This design comes from an exercise in tuning for small area, a short achievable clock period and few clock cycles on the open sky130 flow, not from production work. Only simulation tests tie the RTL to the original design; equivalence was not proved.

--- design.v ---
module sha256_hasher (
    input  logic         clk,
    input  logic         rst,
    input  logic         in_valid,
    output logic         in_ready,
    input  logic [31:0]  in_data,
    input  logic         in_last,
    input  logic [2:0]   in_bytes,
    output logic [255:0] digest,
    output logic         digest_valid
);
    localparam logic [255:0] IV =
        256'h6a09e667bb67ae853c6ef372a54ff53a510e527f9b05688c1f83d9ab5be0cd19;
    function automatic logic [31:0] kc(input logic [5:0] i);
        case (i)
            6'd0:  kc = 32'h428a2f98; 6'd1:  kc = 32'h71374491; 6'd2:  kc = 32'hb5c0fbcf; 6'd3:  kc = 32'he9b5dba5;
            6'd4:  kc = 32'h3956c25b; 6'd5:  kc = 32'h59f111f1; 6'd6:  kc = 32'h923f82a4; 6'd7:  kc = 32'hab1c5ed5;
            6'd8:  kc = 32'hd807aa98; 6'd9:  kc = 32'h12835b01; 6'd10: kc = 32'h243185be; 6'd11: kc = 32'h550c7dc3;
            6'd12: kc = 32'h72be5d74; 6'd13: kc = 32'h80deb1fe; 6'd14: kc = 32'h9bdc06a7; 6'd15: kc = 32'hc19bf174;
            6'd16: kc = 32'he49b69c1; 6'd17: kc = 32'hefbe4786; 6'd18: kc = 32'h0fc19dc6; 6'd19: kc = 32'h240ca1cc;
            6'd20: kc = 32'h2de92c6f; 6'd21: kc = 32'h4a7484aa; 6'd22: kc = 32'h5cb0a9dc; 6'd23: kc = 32'h76f988da;
            6'd24: kc = 32'h983e5152; 6'd25: kc = 32'ha831c66d; 6'd26: kc = 32'hb00327c8; 6'd27: kc = 32'hbf597fc7;
            6'd28: kc = 32'hc6e00bf3; 6'd29: kc = 32'hd5a79147; 6'd30: kc = 32'h06ca6351; 6'd31: kc = 32'h14292967;
            6'd32: kc = 32'h27b70a85; 6'd33: kc = 32'h2e1b2138; 6'd34: kc = 32'h4d2c6dfc; 6'd35: kc = 32'h53380d13;
            6'd36: kc = 32'h650a7354; 6'd37: kc = 32'h766a0abb; 6'd38: kc = 32'h81c2c92e; 6'd39: kc = 32'h92722c85;
            6'd40: kc = 32'ha2bfe8a1; 6'd41: kc = 32'ha81a664b; 6'd42: kc = 32'hc24b8b70; 6'd43: kc = 32'hc76c51a3;
            6'd44: kc = 32'hd192e819; 6'd45: kc = 32'hd6990624; 6'd46: kc = 32'hf40e3585; 6'd47: kc = 32'h106aa070;
            6'd48: kc = 32'h19a4c116; 6'd49: kc = 32'h1e376c08; 6'd50: kc = 32'h2748774c; 6'd51: kc = 32'h34b0bcb5;
            6'd52: kc = 32'h391c0cb3; 6'd53: kc = 32'h4ed8aa4a; 6'd54: kc = 32'h5b9cca4f; 6'd55: kc = 32'h682e6ff3;
            6'd56: kc = 32'h748f82ee; 6'd57: kc = 32'h78a5636f; 6'd58: kc = 32'h84c87814; 6'd59: kc = 32'h8cc70208;
            6'd60: kc = 32'h90befffa; 6'd61: kc = 32'ha4506ceb; 6'd62: kc = 32'hbef9a3f7; default: kc = 32'hc67178f2;
        endcase
    endfunction
    localparam logic [1:0] P_MSG = 2'd0, P_ZERO = 2'd1, P_LHI = 2'd2, P_LLO = 2'd3;
    logic        run;         
    logic [5:0]  t;           
    logic [1:0]  k;           
    logic        blk_final;   
    logic [1:0]  ps;          
    logic        mpend;       
    logic [3:0]  pp;          
    logic [31:0] byte_cnt;    
    logic        dvalid;
    logic [15:0][31:0] w;     
    logic [31:0] a, b, c, e, f, g;
    logic [31:0] hkw, dhkw;   
    logic [31:0] kq;          
    logic [7:0][31:0] hv;     
    logic [255:0] dig;
    logic        want, src_in, avail, shift_src, adv;
    logic        rot, rot_full, busy;
    logic [3:0]  rc;          
    logic        t_in, t_tail;
    assign busy = (rc != 4'd0);
    logic [31:0] src_word;
    logic [1:0]  ps_after_marker;
    logic        f_in, f_tail, f_sched, f61, f62, f63;
    assign t_in   = f_in;
    assign t_tail = f_tail;
    assign want   = !run || t_in || t_tail;
    assign src_in = (ps == P_MSG) && !mpend;
    assign avail  = !src_in || in_valid;
    assign shift_src = !busy && want && avail;
    assign adv    = !busy && run && (!t_in || avail);
    assign rot      = busy || (want && !avail);
    assign rot_full = !busy && want && !avail &&
                      (run ? (t_in || k[0]) : k[0]);
    assign in_ready = !busy && want && src_in;
    assign ps_after_marker = (pp == 4'd13) ? P_LHI : P_ZERO;
    always_comb begin
        src_word = 32'h0;
        if (src_in) begin
            src_word = in_data;
            if (in_last && !in_bytes[2]) begin
                case (in_bytes[1:0])
                    2'd0:    src_word = 32'h8000_0000;
                    2'd1:    src_word = {in_data[31:24], 24'h80_0000};
                    2'd2:    src_word = {in_data[31:16], 16'h8000};
                    default: src_word = {in_data[31:8], 8'h80};
                endcase
            end
        end else if (mpend) begin
            src_word = 32'h8000_0000;
        end else if (ps == P_LHI) begin
            src_word = {29'b0, byte_cnt[31:29]};
        end else if (ps == P_LLO) begin
            src_word = {byte_cnt[28:0], 3'b0};
        end
    end
    logic [31:0] s0, s1, ch, maj, a_new, e_new;
    logic [31:0] ws0, ws1, wnew, w_in;
    assign s1    = {e[5:0], e[31:6]} ^ {e[10:0], e[31:11]} ^ {e[24:0], e[31:25]};
    assign ch    = (e & f) ^ (~e & g);
    assign s0    = {a[1:0], a[31:2]} ^ {a[12:0], a[31:13]} ^ {a[21:0], a[31:22]};
    assign maj   = (a & b) | (c & (a | b));
    logic [31:0] xa_s, xa_c, ya_s, ya_c, za_s, za_c, xe_s, xe_c;
    assign xa_s = hkw ^ ch ^ maj;
    assign xa_c = {(hkw[30:0] & ch[30:0]) | (hkw[30:0] & maj[30:0]) | (ch[30:0] & maj[30:0]), 1'b0};
    assign ya_s = xa_s ^ xa_c ^ s0;
    assign ya_c = {(xa_s[30:0] & xa_c[30:0]) | (xa_s[30:0] & s0[30:0]) | (xa_c[30:0] & s0[30:0]), 1'b0};
    assign za_s = ya_s ^ ya_c ^ s1;
    assign za_c = {(ya_s[30:0] & ya_c[30:0]) | (ya_s[30:0] & s1[30:0]) | (ya_c[30:0] & s1[30:0]), 1'b0};
    assign a_new = za_s + za_c;
    assign xe_s = dhkw ^ ch ^ s1;
    assign xe_c = {(dhkw[30:0] & ch[30:0]) | (dhkw[30:0] & s1[30:0]) | (ch[30:0] & s1[30:0]), 1'b0};
    assign e_new = xe_s + xe_c;
    assign ws0  = {w[1][6:0], w[1][31:7]} ^ {w[1][17:0], w[1][31:18]} ^ (w[1] >> 3);
    assign ws1  = {w[14][16:0], w[14][31:17]} ^ {w[14][18:0], w[14][31:19]} ^ (w[14] >> 10);
    logic [31:0] wx_s, wx_c, wy_s, wy_c;
    assign wx_s = w[0] ^ w[9] ^ ws0;
    assign wx_c = {(w[0][30:0] & w[9][30:0]) | (w[0][30:0] & ws0[30:0]) | (w[9][30:0] & ws0[30:0]), 1'b0};
    assign wy_s = wx_s ^ wx_c ^ ws1;
    assign wy_c = {(wx_s[30:0] & wx_c[30:0]) | (wx_s[30:0] & ws1[30:0]) | (wx_c[30:0] & ws1[30:0]), 1'b0};
    assign wnew = wy_s + wy_c;
    logic sched;
    assign sched = run && f_sched;
    assign w_in  = sched ? wnew : src_word;
    logic        sel_g, sel_hv, sel_iv, sel_q;
    logic [31:0] p_op, r_op, qh_op, qd_op, hkw_d, dhkw_d;
    assign p_op  = ({32{sel_g}} & g) | ({32{sel_hv}} & hv[7]) | ({32{sel_iv}} & IV[31:0]);
    assign r_op  = ({32{sel_g}} & c) | ({32{sel_hv}} & hv[3]) | ({32{sel_iv}} & IV[159:128]);
    assign qh_op = {32{sel_q}} & hv[0];
    assign qd_op = {32{sel_q}} & hv[4];
    logic [31:0] pk_s, pk_c, ph_s, ph_c, pd1_s, pd1_c, pd2_s, pd2_c;
    assign pk_s  = p_op ^ kq ^ w[15];
    assign pk_c  = {(p_op[30:0] & kq[30:0]) | (p_op[30:0] & w[15][30:0]) | (kq[30:0] & w[15][30:0]), 1'b0};
    assign ph_s  = pk_s ^ pk_c ^ qh_op;
    assign ph_c  = {(pk_s[30:0] & pk_c[30:0]) | (pk_s[30:0] & qh_op[30:0]) | (pk_c[30:0] & qh_op[30:0]), 1'b0};
    assign pd1_s = pk_s ^ pk_c ^ r_op;
    assign pd1_c = {(pk_s[30:0] & pk_c[30:0]) | (pk_s[30:0] & r_op[30:0]) | (pk_c[30:0] & r_op[30:0]), 1'b0};
    assign pd2_s = pd1_s ^ pd1_c ^ qd_op;
    assign pd2_c = {(pd1_s[30:0] & pd1_c[30:0]) | (pd1_s[30:0] & qd_op[30:0]) | (pd1_c[30:0] & qd_op[30:0]), 1'b0};
    assign hkw_d  = ph_s + ph_c;
    assign dhkw_d = pd2_s + pd2_c;
    logic [31:0] ffa_h, ffe_h, ffa, ffe;
    always_comb begin
        case (t[1:0])
            2'd1:    begin ffa_h = hv[3]; ffe_h = hv[7]; end
            2'd2:    begin ffa_h = hv[2]; ffe_h = hv[6]; end
            default: begin ffa_h = hv[1]; ffe_h = hv[5]; end
        endcase
    end
    assign ffa = ffa_h + a;
    assign ffe = ffe_h + e;
    logic        run_n;
    logic [5:0]  t_n;
    logic [1:0]  k_n, k_inc;
    logic        last_round, fin_round;
    assign last_round = adv && f63;
    assign fin_round  = last_round && blk_final;
    assign k_inc      = k + {1'b0, shift_src};
    always_comb begin
        run_n = run;
        t_n   = t;
        k_n   = k;
        if (run) begin
            if (adv) begin
                t_n = t + 6'd1;
                if (t_tail) k_n = k_inc;
                if (f63) begin
                    if (k_inc == 2'd2) begin
                        k_n = '0;
                    end else begin
                        run_n = 1'b0;
                    end
                end
            end
        end else begin
            if (shift_src) begin
                if (k == 2'd1) begin
                    run_n = 1'b1;
                    t_n   = '0;
                    k_n   = '0;
                end else begin
                    k_n = k_inc;
                end
            end
        end
    end
    always_ff @(posedge clk) begin
        if (rst)           rc <= '0;
        else if (busy)     rc <= rc - 4'd1;
        else if (rot_full) rc <= 4'd15;
        run <= run_n && !rst;
        t   <= t_n;
        k   <= rst ? 2'd0 : k_n;
        kq  <= kc(run_n ? t_n + 6'd1 : 6'd0);
        sel_iv <= run_n && (t_n == 6'd63) && blk_final;
        sel_hv <= !run_n || ((t_n == 6'd63) && !blk_final);
        sel_g  <= run_n && (t_n != 6'd63);
        sel_q  <= run_n && (t_n == 6'd62);
        f_in    <= run_n && (t_n <= 6'd13);
        f_tail  <= run_n && (t_n >= 6'd62);
        f_sched <= run_n && (t_n >= 6'd14) && (t_n <= 6'd61);
        f61     <= run_n && (t_n == 6'd61);
        f62     <= run_n && (t_n == 6'd62);
        f63     <= run_n && (t_n == 6'd63);
        if (rst) begin
            blk_final <= 1'b0;
            ps        <= P_MSG;
            mpend     <= 1'b0;
            pp        <= '0;
            byte_cnt  <= '0;
            dvalid    <= 1'b0;
            dig       <= '0;
        end else begin
            if (shift_src) begin
                pp <= pp + 4'd1;
                if (src_in) begin
                    byte_cnt <= byte_cnt + {29'b0, in_bytes};
                    if (in_last) begin
                        if (in_bytes[2]) mpend <= 1'b1;
                        else          ps    <= ps_after_marker;
                    end
                end else if (mpend) begin
                    mpend <= 1'b0;
                    ps    <= ps_after_marker;
                end else if (ps == P_ZERO) begin
                    if (pp == 4'd13) ps <= P_LHI;
                end else if (ps == P_LHI) begin
                    ps <= P_LLO;
                end else begin
                    ps        <= P_MSG;
                    byte_cnt  <= '0;
                    blk_final <= 1'b1;
                end
            end
            if (last_round) blk_final <= 1'b0;
            dvalid <= fin_round;
            if (fin_round)
                dig <= {a_new, ffa, hv[2], hv[3], e_new, ffe, hv[6], hv[7]};
        end
    end
    always_ff @(posedge clk) begin
        w <= {rot ? w[0] : w_in, w[15:1]};
        if (adv || !run) begin
            hkw  <= hkw_d;
            dhkw <= dhkw_d;
        end
    end
    logic sel_rnd, ld_iv;
    assign sel_rnd = adv && !fin_round && !rst;
    assign ld_iv   = rst || fin_round;
    always_ff @(posedge clk) begin
        if (sel_rnd) begin
            a <= a_new;
            e <= e_new;
            if (f63) begin
                b <= ffa;
                c <= hv[2];
                f <= ffe;
                g <= hv[6];
            end else begin
                b <= a;
                c <= b;
                f <= e;
                g <= f;
            end
        end else if (ld_iv) begin
            a <= IV[255:224];
            b <= IV[223:192];
            c <= IV[191:160];
            e <= IV[127:96];
            f <= IV[95:64];
            g <= IV[63:32];
        end
        if (sel_rnd && f63) begin
            hv[0] <= a_new;
            hv[4] <= e_new;
        end else if (ld_iv) begin
            hv[0] <= IV[255:224];
            hv[4] <= IV[127:96];
        end
        if (ld_iv) begin
            hv[1] <= IV[223:192];
            hv[2] <= IV[191:160];
            hv[3] <= IV[159:128];
            hv[5] <= IV[95:64];
            hv[6] <= IV[63:32];
            hv[7] <= IV[31:0];
        end else if (adv) begin
            if (f61) begin
                hv[3] <= ffa;
                hv[7] <= ffe;
            end
            if (f62) begin
                hv[2] <= ffa;
                hv[6] <= ffe;
            end
            if (f63) begin
                hv[1] <= ffa;
                hv[5] <= ffe;
            end
        end
    end
    assign digest       = dig;
    assign digest_valid = dvalid;
endmodule
--- flow/run.sh ---
#!/bin/bash
# The standard layout (standard.sh: unchanged synthesis, floorplan, power
# grid, placement, CTS, routing), with the port buffers made from the
# smallest buffer cell instead of the delay buffer buffer_ports picks.
set -euo pipefail
bash standard.sh "BUFFER_PORTS_ARGS=-buffer_cell sky130_fd_sc_hd__buf_1" finish > orfs_finish.log 2>&1
--- standard.sh ---
#!/bin/bash
# synth_recipe.tcl (not shown) runs the flow's synth.tcl, then flattens the netlist and writes it again
# the make line also repeats each setting of config.mk as NAME=value (left out here)
make -C /OpenROAD-flow-scripts/flow DESIGN_CONFIG=/design/flow/config.mk WORK_HOME=/design/flow/orfs CLKGATE_MAP_FILE= SYNTH_SCRIPT=/design/flow/synth_recipe.tcl "${@:-finish}"
--- config.mk ---
export PLATFORM = sky130hd
export DESIGN_NAME = sha256_hasher
export DESIGN_NICKNAME = sha256_hasher
export VERILOG_FILES = /design/flow/design.v
export SDC_FILE = /design/flow/constraint.sdc
export NUM_CORES = 4
export LEC_CHECK = 0
export CAP_MARGIN = 20
export CORE_MARGIN = 2
export CORE_UTILIZATION = 40
export CTS_BUF_LIST = sky130_fd_sc_hd__clkbuf_8
export SETUP_SLACK_MARGIN = 5
export SLEW_MARGIN = 20
--- constraint.sdc ---
create_clock -name core_clock -period 10.0 [get_ports {clk}]
set_input_delay 2.0000 -clock core_clock [delete_from_list [all_inputs] [get_ports {clk}]]
set_output_delay 2.0000 -clock core_clock [all_outputs]
set_load 0.01 [all_outputs]
==> results.txt, run 1 <==
outcome=complete, no violations; num rows=149; Avg Synthesized Cell Area=9.96 µm²; hold_buf cts=0; # H-tree levels=4; share of cells above drive strength 1=14.5%; Max Clock Freq=180 MHz; fin. max-slew vios=0; CTS buffer count=221; Arr. time, crit path=6.26 ns; max-slew headroom at the worst pin=19.1%; commonest non-fill, non-tap cell in the layout=dfxtp_1; post-route setup TNS=0 ns; Final GP Congestion=1.01; Hold Fails Final Rpt=0; Syn Inst Count=6705; Pre-Repair DR Iteration Count=5; Post-synth ARST share=0%; Worst-Skew Late Latency=1.02 ns; full die area=170000 µm²; Critical Path, Cell by Cell=buf_6, buf_12, buf_12, buf_4, a221o_4, fa_2, inv_1, fa_1, fa_1, inv_1, ha_1, a21o_1, a21oi_1, o21ai_0, nor3_1, a21oi_4, a211oi_4, inv_2, a41o_1, xor2_1; prevailing post-synth register cell=dfxtp_1; CTS clk-pin slew, worst paths=0.07 ns; num ports=297; initial drt markers=5735; Seq/Total Area, Yosys=46.0%; Max Cap Viol=0; Worst Path Max Fanout=7; GR met3 Demand/Resource=6.26%; GR peak layer=met2; Remaining DRCs=0; slowest cell on the critical path=fa_2; GRT Resource Usage Total=29.3%; initial antenna violation count=11; clk buf depth=3; Post-Syn Area=66800 µm²; Wirelength per Cell=26.8 µm; Core Footprint=165000 µm²; DP HPWL=186 mm; GR Layer Usage met2=45.7%; Worst path max stage delay=0.60 ns; fin crit period=5.56 ns; # port buffers=296; first-pass GRT wire length=362 mm; Tcrit/Tclk final=55.6%; Non-Filler Instances=9550; RSZ-0062 raised after global routing=true; DRT Wirelength=256 mm; worst hold-check path type=register to register; height of the chip=413 µm; TritonCTS clock tree=yes; WS Path Type=register to register; final setup fails=0; fin area=79600 µm²; Setup Skew=0.101 ns; DR vias=53600; Synthesis Warnings=1; vias per cell=5.62; number of synthesized flops with an enable pin=320; synthesis-to-finish area growth=19.3%; worst slew pin tran=1.20 ns; CP endpoint kind=register; fin nets=7786; post-place setup slack=2.76 ns; placed cell count=8908; most frequent cells in the layout=dfxtp_1 (1043), nand2_1 (766), inv_1 (581), nor2_1 (422), a21oi_1 (353); GRT overflow=0; dpl cell area=70100 µm²; Synth Net Count=7308; Clk Tree Root Cell=clkbuf_8; WP data required=10.70 ns; flops & latches, synth=1375; Final ANT Viol Nets=0; TritonCTS Sinks=1375; die width=413 µm; CP Launch Type=register; Cell variety after synth=89; vias in the first global route=51500; largest net degree at the start of global routing=122; worst setup margin=4.44 ns; met1 usage=38.8%; Initial Util=40.4%
layout make-up:
cell class	count	area, µm²
flip-flops and latches	1375	30800
fillers	15300	85700
repair buffers	627	4300
well taps	2189	2740
clock buffers	263	3620
inverters	541	2060
clock inverters	133	1080
diodes	5	12.5
multi-input cells	4417	35100
sequential cells by signal (all words and copies together) (netlist names), 4 cells and up:
| register | count |
|---|---|
| f | 32 |
| e | 32 |
| pp | 4 |
| a | 32 |
| rc | 4 |
| g | 32 |
| hv | 256 |
| byte_cnt | 32 |
| b | 32 |
| w | 512 |
| hkw | 32 |
| t | 6 |
| kq | 32 |
| c | 32 |
| dhkw | 32 |
| dig | 256 |
final timing paths:
kind | slack (ns) | to | from | cells after the start
worst min register to register | 0.26 | w[358]$_DFF_P_ | w[390]$_DFF_P_ | 0
worst max-delay path | 4.44 | dhkw[29]$_DFFE_PP_ | sel_g$_DFF_P_ | 20
worst max register to register | 4.44 | dhkw[29]$_DFFE_PP_ | sel_g$_DFF_P_ | 20
worst min-delay path | 0.26 | w[358]$_DFF_P_ | w[390]$_DFF_P_ | 0
critical path, delay by kind of cell (launching register included):
family / cells / cell delay, ns
adders and majority gates: 4 / 1.71
and+or+nand+nor: 1 / 0.33
xor gates and xnor gates: 1 / 0.14
buffers and inverters: 7 / 0.80
DFF: 1 / 0.42
AOI/OAI and AO/OA: 7 / 1.81
cells by family (layout without fill, tap and decap cells):
kind of cell,after synthesis,count (layout),share of synthesized area [%]
compound gates,1596,1596,15.7
xor+xnor,486,486,6.39
mux,118,118,1.77
buf+inv,913,1564,5.18
flops,1375,1375,46.0
other cells,0,5,0
simple gates,1623,1623,10.4
fa+ha+maj,594,594,14.5
synthesized netlist by cell type, types with 73 or more instances:
cell	count	area (µm²)
a21oi_1	396	1980
a22oi_1	90	676
ha_1	252	3150
a22o_1	180	1580
nor3_1	73	365
dfxtp_1	1055	21100
fa_1	312	6250
inv_1	539	2020
xnor2_1	353	3090
xor2_1	132	1160
a21o_1	89	668
nor2_1	436	1640
clkbuf_1	334	1250
mux2i_1	117	1170
o21ai_0	380	1900
edfxtp_1	320	9610
nand3_1	106	531
nand2_1	785	2950
o211ai_1	83	623
metal layers:
metal	part of all wire (%)	up-vias
met5	0.0082	-
met4	5.1	4
met3	8.9	514
met2	45	2460
met1	41	26700
li1	-	23900
repair_timing:
item | 4_1_cts | 5_1_grt
resized for setup | 341 | 236
endpoints found under the hold margin | 0 | 0
pin swaps | 119 | 153
gates cloned | 4 | 0
buffers inserted | 141 | 95
endpoints found under the setup margin | 386 | 366
through the flow:
step / utilization (%) / hold WS [ns]
global placement: 42.4 / 0.310
global route: 48.2 / 0.287
CTS: 47.1 / 0.258
finish: 48.2 / 0.263
floorplan: - / 0.310
detailed placement: 42.4 / 0.312
Testbench counts, summed over its fixed seeds: cycles 64,216.
==> inputs of run 2 (changes only) <==
--- a/config.mk
+++ b/config.mk
@@ -12,2 +12,3 @@
 export SETUP_SLACK_MARGIN = 5
 export SLEW_MARGIN = 20
+export TNS_END_PERCENT = 0
==> run 2 against run 1 <==
Compared with the run above:
- still clean
- worst hold slack gained 0.046 ns
- routed wire length down 0.46%
- register-to-register slack improved by 0.02 ns
- fmax is 0.36% higher
- sequential share of layout area is 1.2 points higher
- clock-buffer cell count grew 27
- synthesized cell count did not move
- clock skew down 0.022 ns
- setup slack gained 0.020 ns
- largest cell class unchanged
==> results.txt, run 2 <==
Max Clock Freq=180 MHz (+0.36%); max FFs per register=512 (unchanged); Remaining DRCs=0 (unchanged); TritonCTS Sinks=1375 (unchanged); WP data required=10.73 ns (+0.03 ns); initial antenna violation count=16 (+5); DRT Wirelength=255 mm (-0.46%); multi-input combinational cell area=33700 µm² (-4.0%); area leader, netlist=dfxtp_1; CP Launch Type=register; RSZ-0062 raised after global routing=true; # H-tree levels=4 (unchanged); number of synthesized flops with an enable pin=320 (unchanged); CP endpoint kind=register; crit-path leading delay family=adder cells; largest registers=w (512), dig (256), hv (256); initial drt markers=5672 (-1.1%); worst setup margin=4.46 ns (+0.0200 ns); GRT overflow=0 (unchanged); Hold WS=0.310 ns (+0.0461 ns); Avg Synthesized Cell Area=9.96 µm² (unchanged); Worst Path Max Fanout=6 (-1); Core Footprint=165000 µm² (unchanged); Most flops, register=w; Critical R2R Launch=a[20]$_SDFFCE_PN0P_; Reg2Reg Setup Slack=4.46 ns (+0.02 ns); most frequent cells in the layout=dfxtp_1 (1050), nand2_1 (777), inv_1 (592), nor2_1 (432), a21oi_1 (385); flops & latches, synth=1375 (unchanged); CTS clk-pin slew, worst paths=0.07 ns (about the same); Hold Fails Final Rpt=0 (unchanged); vias per cell=5.58 (-0.65%); Cell variety after synth=89 (unchanged); Clk Tree Root Cell=clkbuf_8; vias in the first global route=50900 (-1.3%); height of the chip=413 µm (unchanged); Critical Path, Cell by Cell=maj3_1, fa_1, inv_1, fa_1, inv_1, fa_1, ha_1, a21oi_1, a21oi_1, nor2_1, a21oi_4, or3_1, a31o_2, a21oi_1, xnor2_2, nor2_1; worst slew pin tran=1.28 ns (+0.0790 ns); die width=413 µm (unchanged); worst hold-check path type=register to register; fin crit period=5.54 ns (-0.0200 ns); outcome=complete, no violations; DP HPWL=189 mm (+1.2%); TritonCTS clock tree=yes; Setup Skew=0.0793 ns (-0.0219 ns); Post-Syn Area=66800 µm² (unchanged); Sequential Area=30700 µm² (about the same); Synthesis Warnings=1 (unchanged); area share of the largest cell type after synthesis=31.6% (unchanged); fin area=77200 µm² (-3.0%); num ports=297 (unchanged); Worst Path Buf+Inv=2 (-5); CP Launch Point=a[20]$_SDFFCE_PN0P_; fin nets=7647 (-1.8%); CTS buffer count=224 (+1.4%); Tcrit/Tclk final=55.4% (-0.20 points); dpl cell area=70100 µm² (about the same); Max Cap Viol=0 (unchanged); WS Path Type=register to register; Worst path depth=16 (-20%); full die area=170000 µm² (unchanged); share of cells above drive strength 1=10.1% (-4.4 points); Arr. time, crit path=6.27 ns (about the same); Filler Cells Inserted=15500 (+1.2%); Worst-Skew Late Latency=1.02 ns (about the same); Initial Util=40.4% (unchanged); Pre-Repair DR Iteration Count=6 (+1); largest net degree at the start of global routing=206 (+69%); # port buffers=296 (unchanged); Syn Inst Count=6705 (unchanged); post-place setup slack=3.18 ns (+0.413 ns); commonest cells in the netlist=dfxtp_1 (1055), nand2_1 (785), inv_1 (539); Final ANT Viol Nets=0 (unchanged); num rows=149 (unchanged); slowest cell on the critical path=edfxtp_1; final core occ=46.7% (-1.4 points); clk buf depth=3 (unchanged); most frequent cell after synthesis=dfxtp_1; Synth Net Count=7308 (unchanged); hold_buf cts=0 (unchanged); DR vias=52700 (-1.8%); Seq/Total Area, Yosys=46.0% (unchanged); Post-synth ARST share=0% (unchanged); first-pass GRT wire length=363 mm (+0.35%); max-slew headroom at the worst pin=14.1% (-5.0 points); Final GP Congestion=1.01 (+0.37%); Wirelength per Cell=27.0 µm (+0.72%); R2R cell count=16 (-20%); top post-synthesis cells by area=dfxtp_1 (32%), edfxtp_1 (14%), fa_1 (9.4%), ha_1 (4.7%), xnor2_1 (4.6%); hold depth=0 (unchanged); synthesis-to-finish area growth=15.7%; fin. max-slew vios=0 (unchanged); prevailing post-synth register cell=dfxtp_1; commonest non-fill, non-tap cell in the layout=dfxtp_1; post-route setup TNS=0 ns (unchanged); Setup crit end=a[31]$_SDFFCE_PN0P_; final setup fails=0 (unchanged); worst r2r dst=a[31]$_SDFFCE_PN0P_; Worst path max stage delay=0.57 ns (-0.03 ns); GRT Resource Usage Total=29.5% (+0.16 points)
-- run 2: cell count changes in the layout (fill, tap and decap cells not counted), moves of 13 or more --
| cell | delta |
|---|---|
| clkbuf_8 | +28 |
| a21oi_1 | +32 |
| inv_2 | -25 |
| xnor2_1 | +20 |
| o21ai_0 | +25 |
| o21ai_2 | -18 |
| buf_4 | -90 |
| xnor2_2 | -13 |
| ha_1 | +35 |
| buf_6 | -31 |
| ha_4 | -24 |
| a21oi_2 | -26 |
-- run 2: worst min-delay path by stage --
stage,startpoint,to,slack (ns)
3_5_place_dp,w[74]$_DFF_P_,w[42]$_DFF_P_,0.31
6_report,w[221]$_DFF_P_,w[189]$_DFF_P_,0.31
5_1_grt,w[440]$_DFF_P_,w[408]$_DFF_P_,0.31
4_1_cts,w[440]$_DFF_P_,w[408]$_DFF_P_,0.29
3_3_place_gp,w[161]$_DFF_P_,w[129]$_DFF_P_,0.31
2_1_floorplan,w[132]$_DFF_P_,w[100]$_DFF_P_,0.31
-- run 2: cell families after synthesis --
kind of cell | share of synthesized area, %
adders and majority gates | 14.5
xor gates and xnor gates | 6.39
AOI/OAI and AO/OA | 15.7
buffers and inverters | 5.18
muxes | 1.77
and+or+nand+nor | 10.4
DFF | 46.0
-- run 2: metrics by stage --
stage	instances
floorplan	6705
global placement	8911
detailed placement	8911
CTS	9421
global route	9434
finish	9438
-- run 2: layout make-up --
type,instances,area share [%]
multi-input combinational,4417,43.6
sequential,1375,39.8
clock buffer,290,5.17
timing repair buffer,485,3.71
tap,2189,3.55
inverter,541,2.64
clock inverter,133,1.52
antenna,8,0.0259
-- run 2: per-layer routing --
layer / global-route usage (%) / up-vias / wire (µm)
li1: - / 23700 / -
met1: 39.1 / 26000 / 105000
met2: 45.5 / 2477 / 114000
met3: 6.32 / 475 / 22400
met4: 14.4 / 10 / 13800
met5: 0 / - / 61
-- run 2: timing repair --
action | in CTS | in global routing
cloned | 4 | 0
resized for setup | 178 | 32
pin swaps | 40 | 23
hold endpoints to repair | 0 | 0
buffers inserted | 83 | 9
setup endpoints to repair | 375 | 593
==> inputs of run 3 (changes only) <==
--- a/design.v
+++ b/design.v
@@ -122,13 +122,15 @@
     assign qh_op = {32{sel_q}} & hv[0];
     assign qd_op = {32{sel_q}} & hv[4];
-    logic [31:0] pk_s, pk_c, ph_s, ph_c, pd1_s, pd1_c, pd2_s, pd2_c;
-    assign pk_s  = p_op ^ kq ^ w[15];
-    assign pk_c  = {(p_op[30:0] & kq[30:0]) | (p_op[30:0] & w[15][30:0]) | (kq[30:0] & w[15][30:0]), 1'b0};
-    assign ph_s  = pk_s ^ pk_c ^ qh_op;
-    assign ph_c  = {(pk_s[30:0] & pk_c[30:0]) | (pk_s[30:0] & qh_op[30:0]) | (pk_c[30:0] & qh_op[30:0]), 1'b0};
-    assign pd1_s = pk_s ^ pk_c ^ r_op;
-    assign pd1_c = {(pk_s[30:0] & pk_c[30:0]) | (pk_s[30:0] & r_op[30:0]) | (pk_c[30:0] & r_op[30:0]), 1'b0};
-    assign pd2_s = pd1_s ^ pd1_c ^ qd_op;
-    assign pd2_c = {(pd1_s[30:0] & pd1_c[30:0]) | (pd1_s[30:0] & qd_op[30:0]) | (pd1_c[30:0] & qd_op[30:0]), 1'b0};
+    logic [31:0] kh_s, kh_c, kd_s, kd_c, ph_s, ph_c, pd1_s, pd1_c, pd2_s, pd2_c;
+    assign kh_s  = kq ^ w[15] ^ qh_op;
+    assign kh_c  = {(kq[30:0] & w[15][30:0]) | (kq[30:0] & qh_op[30:0]) | (w[15][30:0] & qh_op[30:0]), 1'b0};
+    assign ph_s  = kh_s ^ kh_c ^ p_op;
+    assign ph_c  = {(kh_s[30:0] & kh_c[30:0]) | (kh_s[30:0] & p_op[30:0]) | (kh_c[30:0] & p_op[30:0]), 1'b0};
+    assign kd_s  = kq ^ w[15] ^ qd_op;
+    assign kd_c  = {(kq[30:0] & w[15][30:0]) | (kq[30:0] & qd_op[30:0]) | (w[15][30:0] & qd_op[30:0]), 1'b0};
+    assign pd1_s = kd_s ^ kd_c ^ p_op;
+    assign pd1_c = {(kd_s[30:0] & kd_c[30:0]) | (kd_s[30:0] & p_op[30:0]) | (kd_c[30:0] & p_op[30:0]), 1'b0};
+    assign pd2_s = pd1_s ^ pd1_c ^ r_op;
+    assign pd2_c = {(pd1_s[30:0] & pd1_c[30:0]) | (pd1_s[30:0] & r_op[30:0]) | (pd1_c[30:0] & r_op[30:0]), 1'b0};
     assign hkw_d  = ph_s + ph_c;
     assign dhkw_d = pd2_s + pd2_c;
==> run 3 against run 2 <==
Compared with the run above:
- largest cell class unchanged
- global-route usage is 0.68 points lower
- still clean on timing, DRC and antenna
- flip-flop and latch count unchanged
- critical path depth rose by 2
- critical path type unchanged
- synthesized cell count up 1.6%
- register-to-register slack better by 0.21 ns
- critical endpoint is now hv[23]$_SDFFCE_PN0P_
- highest routed layer unchanged
==> results.txt, run 3 <==
outcome=complete, no violations; fin crit period=5.33 ns (-0.215 ns); area leader, netlist=dfxtp_1; vias in the first global route=51700 (+1.7%); Final GP Congestion=0.988 (-2.2%); full die area=173000 µm² (+2.0%); Final ANT Viol Nets=0 (unchanged); commonest cells in the netlist=dfxtp_1 (1055), nand2_1 (792), inv_1 (531); height of the chip=417 µm (+0.97%); top post-synthesis cells by area=dfxtp_1 (31%), edfxtp_1 (14%), fa_1 (10%), ha_1 (4.6%), xnor2_1 (4.5%); vias per cell=5.55 (-0.53%); Tcrit/Tclk final=53.3% (-2.1 points); max-slew headroom at the worst pin=20.5% (+6.4 points); post-route setup TNS=0 ns (unchanged); Most flops, register=w; WS Path Type=register to register; worst hold-check path type=register to register; R2R cell count=18 (+2); # H-tree levels=4 (unchanged); GRT Resource Usage Total=28.8% (-0.68 points); Post-Syn Area=68100 µm² (+2.0%); Synthesis Warnings=1 (unchanged); area share of the largest cell type after synthesis=31.0% (-0.61 points); Worst-Skew Late Latency=1.04 ns (+0.02 ns); DRT Wirelength=254 mm (-0.14%); initial drt markers=5142 (-9.3%); max FFs per register=512 (unchanged); final setup fails=0 (unchanged); number of synthesized flops with an enable pin=320 (unchanged); die width=417 µm (+0.97%); RSZ-0062 raised after global routing=true; TritonCTS clock tree=yes; Pre-Repair DR Iteration Count=6 (unchanged); placed cell count=9020 (+1.2%); fin nets=7747 (+1.3%); most frequent cell after synthesis=dfxtp_1; worst slew pin tran=1.19 ns (-0.0911 ns); CTS buffer count=226 (+0.89%); Initial Util=40.2% (-0.16 points); prevailing post-synth register cell=dfxtp_1; Cell variety after synth=89 (unchanged); DP HPWL=189 mm (+0.35%); GRT overflow=0 (unchanged); Post-synth ARST share=0% (unchanged); flops & latches, synth=1375 (unchanged); # port buffers=296 (unchanged); multi-input combinational cell area=34800 µm² (+3.3%); Wirelength per Cell=26.7 µm (-1.0%); Worst Path Max Fanout=5 (-1); Setup Skew=0.0734 ns (-0.00589 ns); Avg Synthesized Cell Area=9.99 µm² (+0.38%); num rows=151 (+1.3%); TritonCTS Sinks=1375 (unchanged); DR vias=52900 (+0.39%); Filler Cells Inserted=16000 (+3.4%); fin. max-slew vios=0 (unchanged); CP endpoint kind=register; commonest non-fill, non-tap cell in the layout=dfxtp_1; share of cells above drive strength 1=9.49% (-0.63 points); Non-Filler Instances=9525 (+0.92%); num ports=297 (unchanged); Clk Tree Root Cell=clkbuf_8; largest net degree at the start of global routing=221 (+7.3%); hold depth=0 (unchanged); Max Cap Viol=0 (unchanged); Arr. time, crit path=6.04 ns (-0.23 ns); Synth Net Count=7445 (+1.9%); CTS clk-pin slew, worst paths=0.06 ns (about the same); initial antenna violation count=13 (-3); WP data required=10.72 ns (about the same); Seq/Total Area, Yosys=45.1% (-0.89 points); clk buf depth=3 (unchanged); Remaining DRCs=0 (unchanged); Sequential Area=30700 µm² (unchanged); Max Clock Freq=188 MHz (+4.0%); Hold Fails Final Rpt=0 (unchanged); most frequent cells in the layout=dfxtp_1 (1048), nand2_1 (787), inv_1 (601), a21oi_1 (430), nor2_1 (394); CP Launch Type=register; largest registers=w (512), dig (256), hv (256); synthesis-to-finish area growth=14.5%; first-pass GRT wire length=365 mm (+0.50%); Core Footprint=169000 µm² (+2.4%); Syn Inst Count=6811 (+1.6%)
run 3: worst paths after layout:
path / start / endpoint / slack, ns
hold reg to reg: w[430]$_DFF_P_ / w[398]$_DFF_P_ / 0.26
setup / recovery: a[14]$_SDFFCE_PN1P_ / hv[23]$_SDFFCE_PN0P_ / 4.67
hold / removal: w[430]$_DFF_P_ / w[398]$_DFF_P_ / 0.26
setup reg to reg: a[14]$_SDFFCE_PN1P_ / hv[23]$_SDFFCE_PN0P_ / 4.67
run 3: stage by stage:
stage	util, %	hold WS, ns	setup WS [ns]	cell area (µm²)
2_1_floorplan	-	0.310	4.57	68100
3_3_place_gp	42.1	0.310	2.48	71300
3_5_place_dp	42.1	0.312	2.45	71300
4_1_cts	45.9	0.251	4.76	77700
5_1_grt	46.0	0.266	4.54	77900
6_report	46.0	0.265	4.67	77900
run 3: cells by family (layout without fill, tap and decap cells):
| family | after synthesis | in the layout | share of synthesized area (%) |
|---|---|---|---|
| compound gates | 1656 | 1656 | 16.0 |
| xor+xnor | 491 | 491 | 6.34 |
| fa+ha+maj | 625 | 625 | 15.2 |
| buf+inv | 925 | 1415 | 5.19 |
| flops | 1375 | 1375 | 45.1 |
| mux | 132 | 132 | 1.94 |
| other cells | 0 | 6 | 0 |
| simple gates | 1607 | 1607 | 10.2 |
run 3: critical path, stage by stage (launching register included):
cell	delay, ns
edfxtp_1	0.40
maj3_1	0.52
fa_1	0.59
inv_1	0.06
fa_1	0.49
inv_1	0.05
fa_1	0.45
ha_1	0.38
a21o_1	0.19
a21o_1	0.18
a21o_1	0.19
a21o_1	0.19
a221oi_2	0.30
nor2_1	0.14
a21o_1	0.21
a21oi_1	0.26
xor2_2	0.19
buf_4	0.15
nor2_1	0.05
run 3: final cells by class:
cell class / count / share of cell area (%)
Clock inverter: 148 / 1.66
Sequential cell: 1375 / 39.5
Timing Repair Buffer: 463 / 3.34
Clock buffer: 268 / 4.73
Antenna cell: 6 / 0.0193
Tap cell: 2218 / 3.56
Multi-Input combinational cell: 4511 / 44.6
Inverter: 536 / 2.61
run 3: per-layer routing:
layer | up-vias | wire length (µm) | track usage [%] | share of wire [%]
li1 | 24000 | - | - | -
met5 | - | 68 | 0 | 0.027
met1 | 26200 | 104000 | 37.1 | 41
met2 | 2137 | 117000 | 45.8 | 46
met3 | 512 | 19600 | 6.34 | 7.7
met4 | 10 | 13300 | 13.7 | 5.2
run 3: what timing repair did:
item	4_1_cts	5_1_grt
cloned	0	0
gates resized for setup	147	13
setup endpoints to repair	393	273
hold buffers	0	0
setup buffers	70	11
pin swaps	22	10
Testbench counts of run 3, summed over its fixed seeds: cycles 64,216.
==> inputs of run 4 (changes only) <==
==> flow/run.sh (replaced) <==
#!/bin/bash
set -euo pipefail
bash standard.sh "BUFFER_PORTS_ARGS=-buffer_cell sky130_fd_sc_hd__buf_1" SETUP_SLACK_MARGIN=5.6 finish > orfs_finish.log 2>&1
--- a/config.mk
+++ b/config.mk
@@ -10,5 +10,4 @@
 export CORE_UTILIZATION = 40
 export CTS_BUF_LIST = sky130_fd_sc_hd__clkbuf_8
-export SETUP_SLACK_MARGIN = 5
 export SLEW_MARGIN = 20
 export TNS_END_PERCENT = 0
==> run 4 against run 3 <==
Compared with the run above:
- fmax is 2.2% higher
- critical endpoint is now kq[22]$_DFF_P_
==> results.txt, run 4 <==
outcome=complete, no violations; max-slew headroom at the worst pin=19.6% (-0.93 points); number of synthesized flops with an enable pin=320 (unchanged); hold depth=0 (unchanged); Setup Skew=0.0909 ns (+0.0175 ns); fin crit period=5.21 ns (-0.115 ns); Remaining DRCs=0 (unchanged); initial antenna violation count=12 (-1); worst r2r dst=hv[149]$_SDFFCE_PN0P_; WP data required=10.89 ns (+0.17 ns); Core Footprint=169000 µm² (unchanged); clk buf depth=3 (unchanged); WS Path Type=input pin to register; flops & latches, synth=1375 (unchanged); worst hold-check path type=register to register; Worst Path Max Fanout=19 (+14); GRT Resource Usage Total=28.9% (+0.10 points); commonest non-fill, non-tap cell in the layout=dfxtp_1; CP Launch Point=in_valid; full die area=173000 µm² (unchanged); largest registers=w (512), dig (256), hv (256); largest net degree at the start of global routing=218 (-1.4%); Pre-Repair DR Iteration Count=6 (unchanged); most frequent cells in the layout=dfxtp_1 (1034), nand2_1 (786), inv_1 (603), a21oi_1 (429), nor2_1 (393); Synthesis Warnings=1 (unchanged); GRT overflow=0 (unchanged); first-pass GRT wire length=366 mm (+0.33%); CP Launch Type=input pin; CTS clk-pin slew, worst paths=0.07 ns (about the same); Wirelength per Cell=26.8 µm (+0.50%); Post-synth ARST share=0% (unchanged); top post-synthesis cells by area=dfxtp_1 (31%), edfxtp_1 (14%), fa_1 (10%), ha_1 (4.6%), xnor2_1 (4.5%); DP HPWL=189 mm (-0.24%); max FFs per register=512 (unchanged); # H-tree levels=4 (unchanged); DR vias=53200 (+0.71%); area leader, netlist=dfxtp_1; synthesis-to-finish area growth=14.8%; RSZ-0062 raised after global routing=true; CTS buffer count=224 (-0.88%); fin. max-slew vios=0 (unchanged); share of cells above drive strength 1=10.4% (+0.91 points); most frequent cell after synthesis=dfxtp_1; Seq/Total Area, Yosys=45.1% (unchanged); Clk Tree Root Cell=clkbuf_8; # port buffers=296 (unchanged); Initial Util=40.2% (unchanged); Cell variety after synth=89 (unchanged); Syn Inst Count=6811 (unchanged); Reg2Reg Setup Slack=4.80 ns (+0.13 ns); R2R cell count=20 (+2); Most flops, register=w; DRT Wirelength=256 mm (+0.72%); area share of the largest cell type after synthesis=31.0% (unchanged); TritonCTS Sinks=1375 (unchanged); Max Clock Freq=192 MHz (+2.2%); vias in the first global route=52000 (+0.55%); Arr. time, crit path=6.11 ns (+0.07 ns); worst slew pin tran=1.21 ns (+0.0139 ns); worst setup margin=4.79 ns (+0.115 ns); vias per cell=5.58 (+0.49%); Hold Crit Start=w[380]$_DFF_P_; Critical R2R Launch=e[7]$_SDFFCE_PN0P_; Hold Fails Final Rpt=0 (unchanged); Avg Synthesized Cell Area=9.99 µm² (unchanged); TritonCTS clock tree=yes; post-place setup slack=2.65 ns (+0.199 ns); Max Cap Viol=0 (unchanged); Worst-Skew Late Latency=1.03 ns (about the same); Post-Syn Area=68100 µm² (unchanged); Synth Net Count=7445 (unchanged); Final GP Congestion=0.982 (-0.66%); CP endpoint kind=register; Setup crit end=kq[22]$_DFF_P_; Filler Cells Inserted=16200 (+1.2%); prevailing post-synth register cell=dfxtp_1; commonest cells in the netlist=dfxtp_1 (1055), nand2_1 (792), inv_1 (531); die width=417 µm (unchanged); Tcrit/Tclk final=52.1% (-1.1 points); initial drt markers=5666 (+10%); Final ANT Viol Nets=0 (unchanged); num ports=297 (unchanged); final setup fails=0 (unchanged); fin nets=7763 (+0.21%); num rows=151 (unchanged); post-route setup TNS=0 ns (unchanged); height of the chip=417 µm (unchanged)
run 4: critical path, stage by stage:
cell	delay, ns
buf_1	0.40
nand4bb_4	0.37
nand2_8	0.18
nor2_1	0.22
a21oi_4	0.07
buf_4	0.14
ha_1	0.28
buf_4	0.24
nand2b_4	0.28
inv_4	0.26
ha_2	0.49
nand2_1	0.43
o21ai_0	0.22
a21oi_1	0.09
a211o_1	0.30
o311ai_1	0.09
run 4: layer usage:
| layer | wire length, µm | global-route usage [%] | vias to the layer above |
|---|---|---|---|
| li1 | - | - | 24100 |
| met4 | 13500 | 14.1 | 12 |
| met2 | 118000 | 46.1 | 2214 |
| met3 | 20600 | 6.38 | 518 |
| met1 | 104000 | 37.1 | 26400 |
| met5 | 85 | 0 | - |
run 4: how the worst min path moves through the flow:
stage,end,slack [ns]
after floorplan,w[100]$_DFF_P_,0.31
after global placement,w[36]$_DFF_P_,0.31
after global routing,w[288]$_DFF_P_,0.30
after detailed placement,w[102]$_DFF_P_,0.31
final,w[348]$_DFF_P_,0.30
after CTS,w[348]$_DFF_P_,0.30
run 4: kinds of logic (layout without fill, tap and decap cells):
group	Yosys count	in the layout	share of synthesized area, %
adder cells (fa/ha/maj)	625	625	15.2
multiplexers	132	133	1.94
AO/OA/AOI/OAI	1656	1656	16.0
buffers and inverters	925	1436	5.19
XOR/XNOR	491	491	6.34
other	0	5	0
flip-flops	1375	1375	45.1
AND/OR/NAND/NOR	1607	1607	10.2
run 4: layout make-up:
type                            instances  area, µm²  area share (%)
Antenna cell                            5       12.5          0.0160
Clock buffer                          279       3840            4.91
Clock inverter                        141       1010            1.29
Inverter                              536       2040            2.61
Multi-Input combinational cell       4512      35000            44.8
Sequential cell                      1375      30800            39.4
Tap cell                             2218       2780            3.55
Timing Repair Buffer                  480       2700            3.46
run 4: what timing repair did:
| item | 4_1_cts | 5_1_grt |
|---|---|---|
| gates cloned | 2 | 1 |
| setup buffers | 69 | 28 |
| setup endpoints to repair | 522 | 499 |
| pin swaps | 18 | 17 |
| hold buffers | 0 | 0 |
| gates resized for setup | 139 | 60 |
run 4: metrics by stage:
stage / util (%) / instance area (µm²) / cells / hold slack, ns
after floorplan: - / 68400 / 6811 / 0.310
after global placement: 42.2 / 71400 / 9020 / 0.310
after detailed placement: 42.2 / 71500 / 9020 / 0.312
after CTS: 45.9 / 77600 / 9511 / 0.299
after global routing: 46.2 / 78100 / 9543 / 0.304
final: 46.2 / 78100 / 9546 / 0.300
==> inputs of run 5 (changes only) <==
--- a/config.mk
+++ b/config.mk
@@ -10,4 +10,5 @@
 export CORE_UTILIZATION = 40
 export CTS_BUF_LIST = sky130_fd_sc_hd__clkbuf_8
+export PLACE_DENSITY = 0.75
 export SLEW_MARGIN = 20
 export TNS_END_PERCENT = 0
==> run 5 against run 4 <==
Compared with the run above:
- still clean
- sequential share of layout area is essentially flat
- synthesized cell count stayed put
- critical path type is now register to register
==> results.txt, run 5 <==
final setup fails=0 (unchanged); prevailing post-synth register cell=dfxtp_1; full die area=173000 µm² (unchanged); num rows=151 (unchanged); Cell variety after synth=89 (unchanged); largest net degree at the start of global routing=160 (-27%); RSZ-0062 raised after global routing=true; height of the chip=417 µm (unchanged); # port buffers=296 (unchanged); Max Clock Freq=189 MHz (-1.6%); worst slew pin tran=1.31 ns (+0.102 ns); Avg Synthesized Cell Area=9.99 µm² (unchanged); GRT Resource Usage Total=28.2% (-0.70 points); Hold WS=0.313 ns (+0.0124 ns); most frequent cell after synthesis=dfxtp_1; initial antenna violation count=12 (unchanged); Setup Skew=0.0773 ns (-0.0135 ns); Worst Path Max Fanout=6 (-13); max-slew headroom at the worst pin=12.8% (-6.8 points); Syn Inst Count=6811 (unchanged); Worst-Skew Late Latency=0.98 ns (-0.05 ns); WS Path Type=register to register; # H-tree levels=4 (unchanged); hold_buf cts=0 (unchanged); Arr. time, crit path=5.96 ns (-0.15 ns); area leader, netlist=dfxtp_1; largest registers=w (512), dig (256), hv (256); vias per cell=5.72 (+2.5%); commonest non-fill, non-tap cell in the layout=dfxtp_1; DR vias=54600 (+2.5%); fin crit period=5.30 ns (+0.0843 ns); CP Launch Type=register; Clk Tree Root Cell=clkbuf_8; number of synthesized flops with an enable pin=320 (unchanged); post-route setup TNS=0 ns (unchanged); Core Footprint=169000 µm² (unchanged); fin nets=7767 (+0.052%); GRT overflow=0 (unchanged); Final ANT Viol Nets=0 (unchanged); num ports=297 (unchanged); DP HPWL=183 mm (-2.8%); CTS clk-pin slew, worst paths=0.06 ns (about the same); die width=417 µm (unchanged); fin. max-slew vios=0 (unchanged); Initial Util=40.2% (unchanged); initial drt markers=6515 (+15%); Final GP Congestion=1.05 (+6.5%); Seq/Total Area, Yosys=45.1% (unchanged); synthesis-to-finish area growth=14.8% (about the same); top post-synthesis cells by area=dfxtp_1 (31%), edfxtp_1 (14%), fa_1 (10%), ha_1 (4.6%), xnor2_1 (4.5%); Synth Net Count=7445 (unchanged); commonest cells in the netlist=dfxtp_1 (1055), nand2_1 (792), inv_1 (531); outcome=complete, no violations; Post-Syn Area=68100 µm² (unchanged); Non-Filler Instances=9548 (+0.021%); max FFs per register=512 (unchanged); Tcrit/Tclk final=53.0% (+0.84 points); share of cells above drive strength 1=10.3% (-0.12 points); TritonCTS clock tree=yes; CP endpoint kind=register; placed cell count=9005 (-0.17%); dpl cell area=71300 µm² (-0.16%); Wirelength per Cell=26.3 µm (-1.9%); worst hold-check path type=register to register; Pre-Repair DR Iteration Count=6 (unchanged); area share of the largest cell type after synthesis=31.0% (unchanged); first-pass GRT wire length=361 mm (-1.3%); Filler Cells Inserted=15700 (-2.9%); Sequential Area=30700 µm² (about the same); vias in the first global route=53100 (+2.0%); DRT Wirelength=251 mm (-1.9%); CTS buffer count=220 (-1.8%); clk buf depth=3 (unchanged); WP data required=10.67 ns (-0.22 ns); multi-input combinational cell area=35100 µm² (+0.24%); Post-synth ARST share=0% (unchanged); Synthesis Warnings=1 (unchanged); Most flops, register=w; flops & latches, synth=1375 (unchanged); fin area=78200 µm² (about the same); Max Cap Viol=0 (unchanged); Hold Fails Final Rpt=0 (unchanged); TritonCTS Sinks=1375 (unchanged); Remaining DRCs=0 (unchanged); most frequent cells in the layout=dfxtp_1 (1044), nand2_1 (785), inv_1 (601), a21oi_1 (426), nor2_1 (393)
run 5: cell counts after synthesis:
No cell type changed its count.
run 5: metrics by stage:
step	util [%]	setup WS [ns]
3_5_place_dp	42.1	2.93
2_1_floorplan	-	5.01
4_1_cts	45.7	4.77
6_report	46.2	4.70
3_3_place_gp	42.1	2.86
5_1_grt	46.2	4.63
run 5: logic make-up (layout without fill, tap and decap cells):
family	after synthesis	after routing	synth area share, %
XOR/XNOR	491	491	6.34
AND/OR/NAND/NOR	1607	1608	10.2
flip-flops	1375	1375	45.1
multiplexers	132	132	1.94
other	0	8	0
adder cells (fa/ha/maj)	625	625	15.2
buffers and inverters	925	1434	5.19
AO/OA/AOI/OAI	1656	1657	16.0
run 5: what timing repair did:
item	4_1_cts	5_1_grt
setup buffers	72	47
setup endpoints to repair	660	497
pin swaps	26	26
cloned	2	1
resized for setup	140	68
run 5: final timing paths:
path,startpoint,to,slack (ns),cells past startpoint
worst max-delay path,e[18]$_SDFFCE_PN1P_,a[26]$_SDFFCE_PN0P_,4.70,15
worst min-delay path,w[122]$_DFF_P_,w[90]$_DFF_P_,0.31,0
worst max register to register,e[18]$_SDFFCE_PN1P_,a[26]$_SDFFCE_PN0P_,4.70,15
worst min register to register,w[122]$_DFF_P_,w[90]$_DFF_P_,0.31,0
run 5: per-layer routing:
metal | track usage (%) | vias up | part of all wire [%]
met5 | 0 | - | 0.032
met4 | 19.4 | 12 | 8.2
met3 | 7.03 | 805 | 10
met2 | 43.1 | 3009 | 44
met1 | 35.0 | 26700 | 38
li1 | - | 24100 | -
run 5: layout make-up:
type / count / share of cell area (%)
Antenna cell: 8 / 0.0256
Clock buffer: 263 / 4.63
Clock inverter: 148 / 1.45
Inverter: 536 / 2.60
Multi-Input combinational cell: 4513 / 44.9
Sequential cell: 1375 / 39.3
Tap cell: 2218 / 3.55
Timing Repair Buffer: 487 / 3.52
run 5: worst max-delay path, cell delays in order, from the launching register on:
cell and delay [ns]:
edfxtp_1 0.66, mux2i_2 0.54, inv_1 0.11, fa_1 0.51, inv_1 0.05, fa_1 0.48
inv_1 0.05, fa_1 0.44, ha_1 0.44, o21ai_0 0.16, o21ai_0 0.34, a21oi_2 0.12
o221ai_2 0.23, a21oi_1 0.12, xor2_1 0.62, nor2_1 0.15
==> inputs of run 6 (changes only) <==
--- a/config.mk
+++ b/config.mk
@@ -9,6 +9,7 @@
 export CORE_MARGIN = 2
 export CORE_UTILIZATION = 40
-export CTS_BUF_LIST = sky130_fd_sc_hd__clkbuf_8
-export PLACE_DENSITY = 0.75
+export CTS_BUF_LIST = sky130_fd_sc_hd__clkbuf_16
+export CTS_CLUSTER_DIAMETER = 60
+export CTS_CLUSTER_SIZE = 20
 export SLEW_MARGIN = 20
 export TNS_END_PERCENT = 0
==> run 6 against run 5 <==
Compared with the run above:
- still clean
- die area is the same
- core utilization shrank 0.25 points
- routed wire length grew 0.97%
- area after synthesis is the same
- register-to-register slack gained 0.04 ns
- largest cell class unchanged
==> results.txt, run 6 <==
outcome=complete, no violations; Worst-Skew Late Latency=0.84 ns (-0.14 ns); dpl cell area=71500 µm² (+0.16%); post-route setup TNS=0 ns (unchanged); vias in the first global route=51000 (-3.9%); GRT Resource Usage Total=28.7% (+0.48 points); Wirelength per Cell=27.1 µm (+3.0%); Setup Skew=0.0584 ns (-0.0189 ns); fin. max-slew vios=0 (unchanged); top post-synthesis cells by area=dfxtp_1 (31%), edfxtp_1 (14%), fa_1 (10%), ha_1 (4.6%), xnor2_1 (4.5%); largest net degree at the start of global routing=218 (+36%); TritonCTS Sinks=1375 (unchanged); slowest cell on the critical path=fa_1; WP data required=10.53 ns (-0.14 ns); Max Cap Viol=0 (unchanged); Arr. time, crit path=5.78 ns (-0.18 ns); CP Launch Point=b[10]$_SDFFCE_PN1P_; Worst path max stage delay=0.53 ns (-0.13 ns); Cell variety after synth=89 (unchanged); final setup fails=0 (unchanged); Tcrit/Tclk final=52.5% (-0.44 points); max FFs per register=512 (unchanged); Pre-Repair DR Iteration Count=8 (+2); fin nets=7672 (-1.2%); largest registers=w (512), dig (256), hv (256); # port buffers=296 (unchanged); Worst Path Buf+Inv=3 (unchanged); Non-Filler Instances=9357 (-2.0%); CTS buffer count=130 (-41%); most frequent cell after synthesis=dfxtp_1; multi-input combinational cell area=35000 µm² (-0.22%); share of cells above drive strength 1=8.94% (-1.3 points); vias per cell=5.62 (-1.8%); area share of the largest cell type after synthesis=31.0% (unchanged); CTS clk-pin slew, worst paths=0.09 ns (+0.03 ns); most frequent cells in the layout=dfxtp_1 (1038), nand2_1 (785), inv_1 (532), a21oi_1 (428), nor2_1 (393); Clk Tree Root Cell=clkbuf_16; commonest non-fill, non-tap cell in the layout=dfxtp_1; worst setup margin=4.75 ns (+0.0439 ns); TritonCTS clock tree=yes; placed cell count=9020 (+0.17%); Sequential Area=30800 µm² (about the same); Hold WS=0.310 ns (-0.00282 ns); Critical R2R Launch=b[10]$_SDFFCE_PN1P_; commonest cells in the netlist=dfxtp_1 (1055), nand2_1 (792), inv_1 (531); initial drt markers=5398 (-17%); num ports=297 (unchanged); Syn Inst Count=6811 (unchanged); worst slew pin tran=1.21 ns (-0.0985 ns); Final GP Congestion=0.982 (-6.1%); Hold Crit Start=w[410]$_DFF_P_; flops & latches, synth=1375 (unchanged); RSZ-0062 raised after global routing=true; Initial Util=40.2% (unchanged); crit-path leading delay family=adder cells; worst hold-check path type=register to register; fin area=77700 µm² (-0.55%); post-place setup slack=2.65 ns (-0.289 ns); num rows=151 (unchanged); Remaining DRCs=0 (unchanged); prevailing post-synth register cell=dfxtp_1; DP HPWL=189 mm (+2.9%); height of the chip=417 µm (unchanged); DRT Wirelength=254 mm (+0.97%); initial antenna violation count=9 (-3); area leader, netlist=dfxtp_1; Core Footprint=169000 µm² (unchanged); Post-synth ARST share=0% (unchanged); # H-tree levels=4 (unchanged); Worst Path Max Fanout=6 (unchanged); full die area=173000 µm² (unchanged); first-pass GRT wire length=362 mm (+0.44%); number of synthesized flops with an enable pin=320 (unchanged); Critical Path, Cell by Cell=maj3_2, fa_1, inv_1, fa_1, inv_1, fa_1, ha_1, a21o_1, a2111oi_4, a21oi_4, a221oi_2, nor2_1, a21o_1, a21oi_2, xor2_2, buf_4, nor2_1; CP endpoint kind=register; WS Path Type=register to register; DR vias=52500 (-3.7%); Seq/Total Area, Yosys=45.1% (unchanged); max-slew headroom at the worst pin=19.4% (+6.6 points); GRT overflow=0 (unchanged); fin crit period=5.25 ns (-0.0439 ns); Final ANT Viol Nets=0 (unchanged); Synthesis Warnings=1 (unchanged); Most flops, register=w; synthesis-to-finish area growth=14.2%; Max Clock Freq=190 MHz (+0.84%); Avg Synthesized Cell Area=9.99 µm² (unchanged); Hold Fails Final Rpt=0 (unchanged); die width=417 µm (unchanged); Post-Syn Area=68100 µm² (unchanged); Synth Net Count=7445 (unchanged); clk buf depth=3 (unchanged); CP Launch Type=register; Filler Cells Inserted=16100 (+2.5%); Worst path most repeated cell=fa_1
[run 6: final cells by class]
type,instances,area share [%]
Multi-Input combinational cell,4512,45.0
Sequential cell,1375,39.6
Clock buffer,131,4.22
Tap cell,2218,3.57
Timing Repair Buffer,483,3.44
Inverter,536,2.62
Clock inverter,97,1.51
Antenna cell,5,0.0161
[run 6: path summary, 6_finish.rpt]
kind / to / slack (ns) / depth (start not counted)
setup / recovery: a[23]$_SDFFCE_PN0P_ / 4.75 / 17
hold / removal: w[378]$_DFF_P_ / 0.31 / 0
setup reg to reg: a[23]$_SDFFCE_PN0P_ / 4.75 / 17
hold reg to reg: w[378]$_DFF_P_ / 0.31 / 0
[run 6: routing by layer]
| layer | vias to the layer above | track usage, % | part of all wire [%] |
|---|---|---|---|
| li1 | 23900 | - | - |
| met1 | 26000 | 37.1 | 40 |
| met2 | 2153 | 45.3 | 46 |
| met3 | 499 | 5.92 | 8.1 |
| met4 | 10 | 14.8 | 5.9 |
| met5 | - | 0 | 0.026 |
[run 6: cells by family after synthesis]
kind of cell	Yosys count	share of synthesized area, %
DFF	1375	45.1
muxes	132	1.94
AOI/OAI and AO/OA	1656	16.0
adders and majority gates	625	15.2
and+or+nand+nor	1607	10.2
xor gates and xnor gates	491	6.34
buffers and inverters	925	5.19
[run 6: what timing repair did]
item,CTS,global route
hold buffers,0,0
resized for setup,118,83
pin swaps,16,22
buffers inserted,59,42
setup endpoints to repair,659,527
cloned,2,0
[run 6: per-stage QoR]
stage               utilization (%)
floorplan                         -
global placement               42.2
detailed placement             42.2
CTS                            45.5
global route                   45.9
finish                         45.9
[run 6: worst register-to-register path, cell delays in order (launching register included)]
cell and delay (ns):
edfxtp_1 0.43, maj3_2 0.39, fa_1 0.53, inv_1 0.05, fa_1 0.49, inv_1 0.05, fa_1 0.44, ha_1 0.41
a21o_1 0.26, a2111oi_4 0.42, a21oi_4 0.13, a221oi_2 0.36, nor2_1 0.16, a21o_1 0.22, a21oi_2 0.18, xor2_2 0.17
buf_4 0.19, nor2_1 0.07

what the ideal ports hide:
The flow's constraints put no driver on any port. The routed layouts listed below were extracted and timed again, unchanged, in two steps.
Step 1: set_driving_cell puts a clkbuf_16 on clk and a buf_2 on each other input, an assumption about the parent block.
Step 2 moves the port delays by t, midway between the first and last clock arrival at a register: inputs arrive t later, outputs are due t later. That takes back most of the time a late clock gives input paths.
a / b / c = ideal ports / drivers / drivers and shift; a / b = the first two.
run	shift t [ns]	setup WS [ns]	worst setup path after step 2	worst data-port slew with drivers (ns)	pins driven straight from the clock port
run 1	1.052	4.438 / 4.438 / 4.093	input to register	0.06	1
run 2	1.074	4.458 / 4.458 / 3.688	input to register	0.06	1
run 3	1.086	4.673 / 4.673 / 3.656	input to register	0.05	1
run 4	1.069	4.788 / 4.797 / 3.760	input to register	0.04	1
run 5	1.026	4.704 / 4.704 / 3.728	input to register	0.05	1
run 6	0.887	4.748 / 4.748 / 3.965	input to register	0.04	1
After both steps setup and hold are still met in every run listed. For run 4, which loses most, drivers alone change the setup slack by +0.009 ns; drivers and shift together by -1.028 ns.
